What follows belongs to an exercise in optimizing a design on an open flow for small area, a short achievable clock period and few clock cycles per item; a production flow would make more cautious choices. Only simulation tests tie the RTL to the original design; equivalence was not proved.

## 04-03
## speed_ramp_generator_unit
module speed_ramp_generator_unit
#(
   parameter int TIME_SCALE = srg_pkg::TIME_SCALE_DEFAULT
) (
   input  wire logic                  clock,
   input  wire logic                  reset,
   input  wire logic                  req_tvalid,
   output logic                       req_tready,
   input  wire logic [63:0]           req_tdata,    
   input  wire logic [srg_pkg::CMD_W-1:0]      req_tuser,    
   output logic                       rsp_tvalid,
   input  wire logic                  rsp_tready,
   output logic [srg_pkg::DATA_W-1:0]          rsp_tdata,    
   output logic [3:0]                 rsp_tuser,    
   input  wire logic                  csr_psel,
   input  wire logic                  csr_penable,
   input  wire logic                  csr_pwrite,
   input  wire logic [srg_pkg::CSR_ADDR_W-1:0] csr_paddr,
   input  wire logic [srg_pkg::DATA_W-1:0]     csr_pwdata,
   output logic [srg_pkg::DATA_W-1:0]          csr_prdata,
   output logic                       csr_pready
);
==> flow/config.mk <==
export PLATFORM = sky130hd
export DESIGN_NAME = speed_ramp_generator_unit
export DESIGN_NICKNAME = speed_ramp_generator_unit
export VERILOG_FILES = /design/flow/design.v
export SDC_FILE = /design/flow/constraint.sdc
export NUM_CORES = 4
export LEC_CHECK = 0
export CAP_MARGIN = 20
export CORE_MARGIN = 2
export CORE_UTILIZATION = 40
export SLEW_MARGIN = 20
==> flow/constraint.sdc <==
create_clock -name core_clock -period 12.0 [get_ports {clock}]
set_input_delay 2.4000 -clock core_clock [delete_from_list [all_inputs] [get_ports {clock}]]
set_output_delay 2.4000 -clock core_clock [all_outputs]
set_load 0.01 [all_outputs]
standard.sh (not shown) runs the stock make flow with config.mk's settings and CLKGATE_MAP_FILE= SYNTH_SCRIPT=/design/flow/synth_recipe.tcl, a recipe that flattens the netlist after the stock synthesis.
==> flow/flow/run.sh <==
#!/bin/bash
set -euo pipefail
bash standard.sh SETUP_SLACK_MARGIN=6.5 TNS_END_PERCENT=0 finish > flow_make.log 2>&1
Testbench counts of 04-03, summed over its fixed seeds: cycles 11,058, items 9,924.
Setup changes, 04-03 to 04-16
diff --git a/flow/design.v b/flow/design.v
--- a/flow/design.v
+++ b/flow/design.v
@@ -2615,40 +2615,38 @@
             te_ff          <= te_in;
             rsp_valid_ff   <= 1'b1;
          end else if (rsp_tready) begin
             rsp_valid_ff <= 1'b0;
          end
       end
    end
    assign rsp_tvalid = rsp_valid_ff;
    assign rsp_tdata  = speed_ff;
    assign rsp_tuser  = {te_ff, mode_ff};
    logic              csr_write;
-   logic [DATA_W-1:0] prdata_ff;
    assign csr_pready = 1'b1;
    assign csr_write  = csr_psel && csr_penable && csr_pwrite;
    always_ff @(posedge clock) begin
       if (reset) begin
          ramp_rate_ff  <= '0;
          brake_rate_ff <= '0;
          tolerance_ff  <= '0;
       end else if (csr_write) begin
          unique case (csr_paddr[3:2])
             REG_RAMP_RATE:  ramp_rate_ff  <= csr_pwdata;
             REG_BRAKE_RATE: brake_rate_ff <= csr_pwdata;
             REG_TOLERANCE:  tolerance_ff  <= csr_pwdata;
             default: begin
             end
          endcase
       end
    end
-   always_ff @(posedge clock) begin
+   always_comb begin
       unique case (csr_paddr[3:2])
-         REG_RAMP_RATE:  prdata_ff <= ramp_rate_ff;
-         REG_BRAKE_RATE: prdata_ff <= brake_rate_ff;
-         REG_TOLERANCE:  prdata_ff <= tolerance_ff;
-         default:        prdata_ff <= '0;
+         REG_RAMP_RATE:  csr_prdata = ramp_rate_ff;
+         REG_BRAKE_RATE: csr_prdata = brake_rate_ff;
+         REG_TOLERANCE:  csr_prdata = tolerance_ff;
+         default:        csr_prdata = '0;
       endcase
    end
-   assign csr_prdata = prdata_ff;
 endmodule
 `default_nettype wire
Results
- 04-16 went all the way through the flow, and no timing, DRC or antenna check failed.
- | post-synthesis mux area share | 04-03 vs 04-16 | ≈ equal |
- In the tables for 04-03 and 04-16, via count reads lower with 04-16.
- 04-16 and 04-03 ended up with roughly the same global-route usage.
- Looking at design area across both flows, 04-16 is the stronger of the two, with 04-03 trailing.
- The run showing the greater adder-cell area share of the yosys netlist is 04-16.
- Re max-capacitance violation count: no difference whatsoever between 04-03 and 04-16.
- 04-03 has a lower data required time of the critical path than 04-16.
- The number of rows created at floorplan in 04-16 sits 1 below the value recorded for 04-03.
- 04-16 vs. 04-03: final setup slack of the worst path decreased 0.28 ns.
Testbench counts of 04-16, summed over its fixed seeds: cycles 11,058, items 9,924.

---

== the previous run ==
speed_ramp_generator_unit, a different RTL version from the one above (not shown whole).
Size in the first run: ~7800 cells after synthesis, roughly 180 I/O pins, ~73000 um2 of cells after synthesis.
==> flow/design.v (excerpt) <==
module speed_ramp_generator_unit
#(
   parameter int TIME_SCALE = srg_pkg::TIME_SCALE_DEFAULT
) (
   input  wire logic                  clock,
   input  wire logic                  reset,
   input  wire logic                  req_tvalid,
   output logic                       req_tready,
   input  wire logic [63:0]           req_tdata,    
   input  wire logic [srg_pkg::CMD_W-1:0]      req_tuser,    
   output logic                       rsp_tvalid,
   input  wire logic                  rsp_tready,
   output logic [srg_pkg::DATA_W-1:0]          rsp_tdata,    
   output logic [3:0]                 rsp_tuser,    
   input  wire logic                  csr_psel,
   input  wire logic                  csr_penable,
   input  wire logic                  csr_pwrite,
   input  wire logic [srg_pkg::CSR_ADDR_W-1:0] csr_paddr,
   input  wire logic [srg_pkg::DATA_W-1:0]     csr_pwdata,
   output logic [srg_pkg::DATA_W-1:0]          csr_prdata,
   output logic                       csr_pready
);
   localparam logic [1:0] F_IDLE = 2'd0;
   localparam logic [1:0] F_SC   = 2'd1;    
  ...
Settings: LEC_CHECK=0, CAP_MARGIN=20, CORE_MARGIN=2, CORE_UTILIZATION=40, SLEW_MARGIN=20; clock period 12.0 ns.
==> flow/flow/run.sh <==
#!/bin/bash
set -euo pipefail
bash standard.sh SETUP_SLACK_MARGIN=6 finish > flow_make.log 2>&1
Testbench counts of the previous run, summed over its fixed seeds: cycles 11,058, items 9,924.
--- input diff the previous run..the current run ---
diff --git a/flow/design.v b/flow/design.v
--- a/flow/design.v
+++ b/flow/design.v
@@ -2448,21 +2448,21 @@
    logic [2:0]        cmd_in;
    logic [DATA_W-1:0] ts_in, ns_in, elapsed_raw;
    logic              f_apply;
    logic              pb_ff, resolve, pb_apply;
    logic [DATA_W-1:0] pbts_ff, st_eff;
    logic [1:0]        fm_eff;
    logic              s1_v, s2_v, s3_v, s4_v;
    logic              s1_risky, s2_risky, s3_risky, s4_risky;   
    logic [2:0]        s1_cmd, s2_cmd, s3_cmd, s4_cmd;
    logic              s1_late, s2_late, s3_late, s4_late;
-   logic              s1_brk;
+   logic              s1_brk, s1_zero;
    logic [30:0]       s1_x;           
    logic              s1_x31, s2_x31, s3_x31;  
    logic [62:0]       s2_ms, s2_mc;   
    logic [37:0]       s3_e0, s3_e1;   
    logic [30:0]       s3_plo;         
    logic              s3_cap, s4_cap;
    logic [33:0]       s4_q;           
    logic [1:0]        s4_fix;         
    logic [MODE_W-1:0] mode_ff;
    logic [DATA_W-1:0] speed_ff, start_speed_ff, goal_ff;
@@ -2538,41 +2538,42 @@
          s2_v <= s1_v;
          s3_v <= s2_v;
          s4_v <= s3_v;
       end
    end
    always_ff @(posedge clock) begin
       if (!stall) begin
          s1_cmd   <= cmd_in;
          s1_risky <= (cmd_in == CMD_UPDATE) && fm_eff[1];
          s1_late  <= elapsed_raw[DATA_W-1];
+         s1_zero  <= elapsed_raw[DATA_W-1] && (cmd_in != CMD_GOAL);
          s1_brk   <= (fm_eff == F_BRK);
          s1_x31   <= ns_in[31];
          if (cmd_in == CMD_GOAL) begin
             s1_x <= ns_in[30:0];
          end else begin
-            s1_x <= elapsed_raw[DATA_W-1] ? '0 : elapsed_raw[ELAPSED_W-1:0];
+            s1_x <= elapsed_raw[ELAPSED_W-1:0];    
          end
       end
    end
    logic [DATA_W-1:0] rate_op;
    logic [62:0]       ms, mc;
    always_comb begin
       if (s1_cmd == CMD_GOAL) begin
          rate_op = 32'd1;
       end else begin
          rate_op = s1_brk ? brake_rate_ff : ramp_rate_ff;
       end
    end
    srg_mul_cs u_mul (
       .a(rate_op),
-      .b(s1_x),
+      .b(s1_x & ~{31{s1_zero}}),
       .s(ms),
       .c(mc)
    );
    always_ff @(posedge clock) begin
       if (!stall) begin
          s2_cmd   <= s1_cmd;
          s2_risky <= s1_risky;
          s2_late  <= s1_late;
          s2_x31   <= s1_x31;
          s2_ms    <= ms;
@@ -2610,25 +2611,26 @@
    );
    always_ff @(posedge clock) begin
       if (!stall) begin
          s4_cmd   <= s3_cmd;
          s4_risky <= s3_risky;
          s4_late  <= s3_late;
          s4_cap   <= s3_cap;
          s4_fix   <= fix;
          s4_q     <= (s3_cmd == CMD_GOAL) ? {2'b00, s3_x31, s3_plo} : est[37:4];
          s4_setss <= s3_setss;
+         s4_goal  <= (s3_cmd == CMD_GOAL);
          s4_slope <= s3_slope;
       end
    end
    logic [MODE_W-1:0] m4n;
-   logic              m4n_sc, s3_setss, s3_slope, s4_setss, s4_slope;
+   logic              m4n_sc, s3_setss, s3_slope, s4_setss, s4_slope, s4_goal;
    always_comb begin
       m4n = mode_ff;
       if (s4_v) begin
          unique case (s4_cmd)
             CMD_BEGIN: if (mode_ff == MODE_IDLE) m4n = MODE_SLOPE;
             CMD_END:   if ((mode_ff == MODE_SLOPE) || (mode_ff == MODE_CONSTANT)) m4n = MODE_ENDING;
             CMD_BRAKE: if ((mode_ff == MODE_SLOPE) || (mode_ff == MODE_CONSTANT)) m4n = MODE_BRAKE;
             CMD_GOAL:  if ((mode_ff == MODE_SLOPE) || (mode_ff == MODE_CONSTANT)) m4n = MODE_SLOPE;
             default: begin
                if ((s4_cmd == CMD_UPDATE) && done &&
@@ -2653,31 +2655,32 @@
             s3_slope = m4n_sc;
          end
          default: begin
             s3_setss = 1'b0;
             s3_slope = (m4n == MODE_SLOPE);
          end
       endcase
    end
    logic [DATA_W-1:0] fix_w;
    logic [DATA_W-1:0] v_up, v_dn;
-   logic [35:0] dsel_ff, d_up_n, d_dn_n, d_sl_n, dsel_n;
+   logic [35:0] dsel_ff, dsel_n, d_up_n, d_dn_n;
+   logic [DATA_W-1:0] d_b;
    logic        up_ff, ramp, up_n, slope_n;
    logic [DATA_W-1:0] ss_n, g_n;
    assign ss_n    = (s4_v && s4_setss) ? speed_ff : start_speed_ff;
-   assign g_n     = (s4_v && (s4_cmd == CMD_GOAL)) ? s4_q[DATA_W-1:0] : goal_ff;
+   assign g_n     = (s4_v && s4_goal) ? s4_q[DATA_W-1:0] : goal_ff;
    assign slope_n = s4_v ? s4_slope : (mode_ff == MODE_SLOPE);
    assign up_n   = g_n > ss_n;
+   assign d_b    = slope_n ? g_n : '0;
    assign d_up_n = 36'(g_n) + {4'hF, ~ss_n} + {4'hF, ~tolerance_ff} + 36'd2;
-   assign d_dn_n = 36'(ss_n) + {4'hF, ~g_n} + {4'hF, ~tolerance_ff} + 36'd2;
-   assign d_sl_n = up_n ? d_up_n : d_dn_n;
-   assign dsel_n = slope_n ? d_sl_n : (36'(ss_n) - 36'(tolerance_ff));
+   assign d_dn_n = 36'(ss_n) + {4'hF, ~d_b} + {4'hF, ~tolerance_ff} + 36'd2;
+   assign dsel_n = (slope_n && up_n) ? d_up_n : d_dn_n;
    always_ff @(posedge clock) begin
       dsel_ff <= dsel_n;
       up_ff   <= up_n;
    end
    logic [35:0] x;
    logic        x_pos, x_big;
    assign ramp   = !dsel_ff[35] && (dsel_ff != 36'd0);
    assign x      = 36'(s4_q) - dsel_ff;
    assign x_pos  = !x[35] && (x[34:0] != 35'd0);       
    assign x_big  = !x[35] && (x[34:1] != 34'd0);       
- In the current run relative to the previous run, fill cell instance count of the final layout had gone down slightly.
- Per the comparison of the current run with the previous run, sum of routed wire length over all layers fell by about 3.5%; flip-flop and latch count after synthesis now larger; final design area excluding fillers decreased 2.0%; number of nets produced by synthesis -116.
- Delta (the current run minus the previous run): met2 usage in global routing saw a decrease; core utilization fell 0.22 points; area added between synthesis and finish -0.40 points; final clock period utilization by the worst path moved down.
Testbench counts of the current run, summed over its fixed seeds: cycles 11,058, items 9,924.

## afterwards: timing with drivers on the ports
In the flow no input, the clock included, has a driving cell. The finished layouts below were timed again as built, in two steps.
Step 1 assumes that a clkbuf_16 drives the clock port and a buf_2 every other input.
Step 2 also shifts input and output timing later by t, the mid clock arrival at the registers, as if the neighbouring blocks saw the same clock.
Three values: ideal ports, drivers, drivers and shift; two values: the first two.
| run | t, ns | slack for setup (ns) | slew at the worst register clock pin (ns) |
|---|---|---|---|
| 04-03 | 0.760 | 5.959 / 5.959 / 5.422 | 0.07 / 0.07 |
| 04-16 | 0.785 | 5.680 / 5.671 / 5.012 | 0.07 / 0.07 |
| the previous run | 0.791 | 5.958 / 5.926 / 5.364 | 0.07 / 0.07 |
| the current run | 0.770 | 6.029 / 6.010 / 5.433 | 0.07 / 0.07 |
After both steps every run listed still meets setup and hold. For 04-16, which loses most, drivers alone change the setup slack by -0.009 ns; drivers and shift together by -0.668 ns.
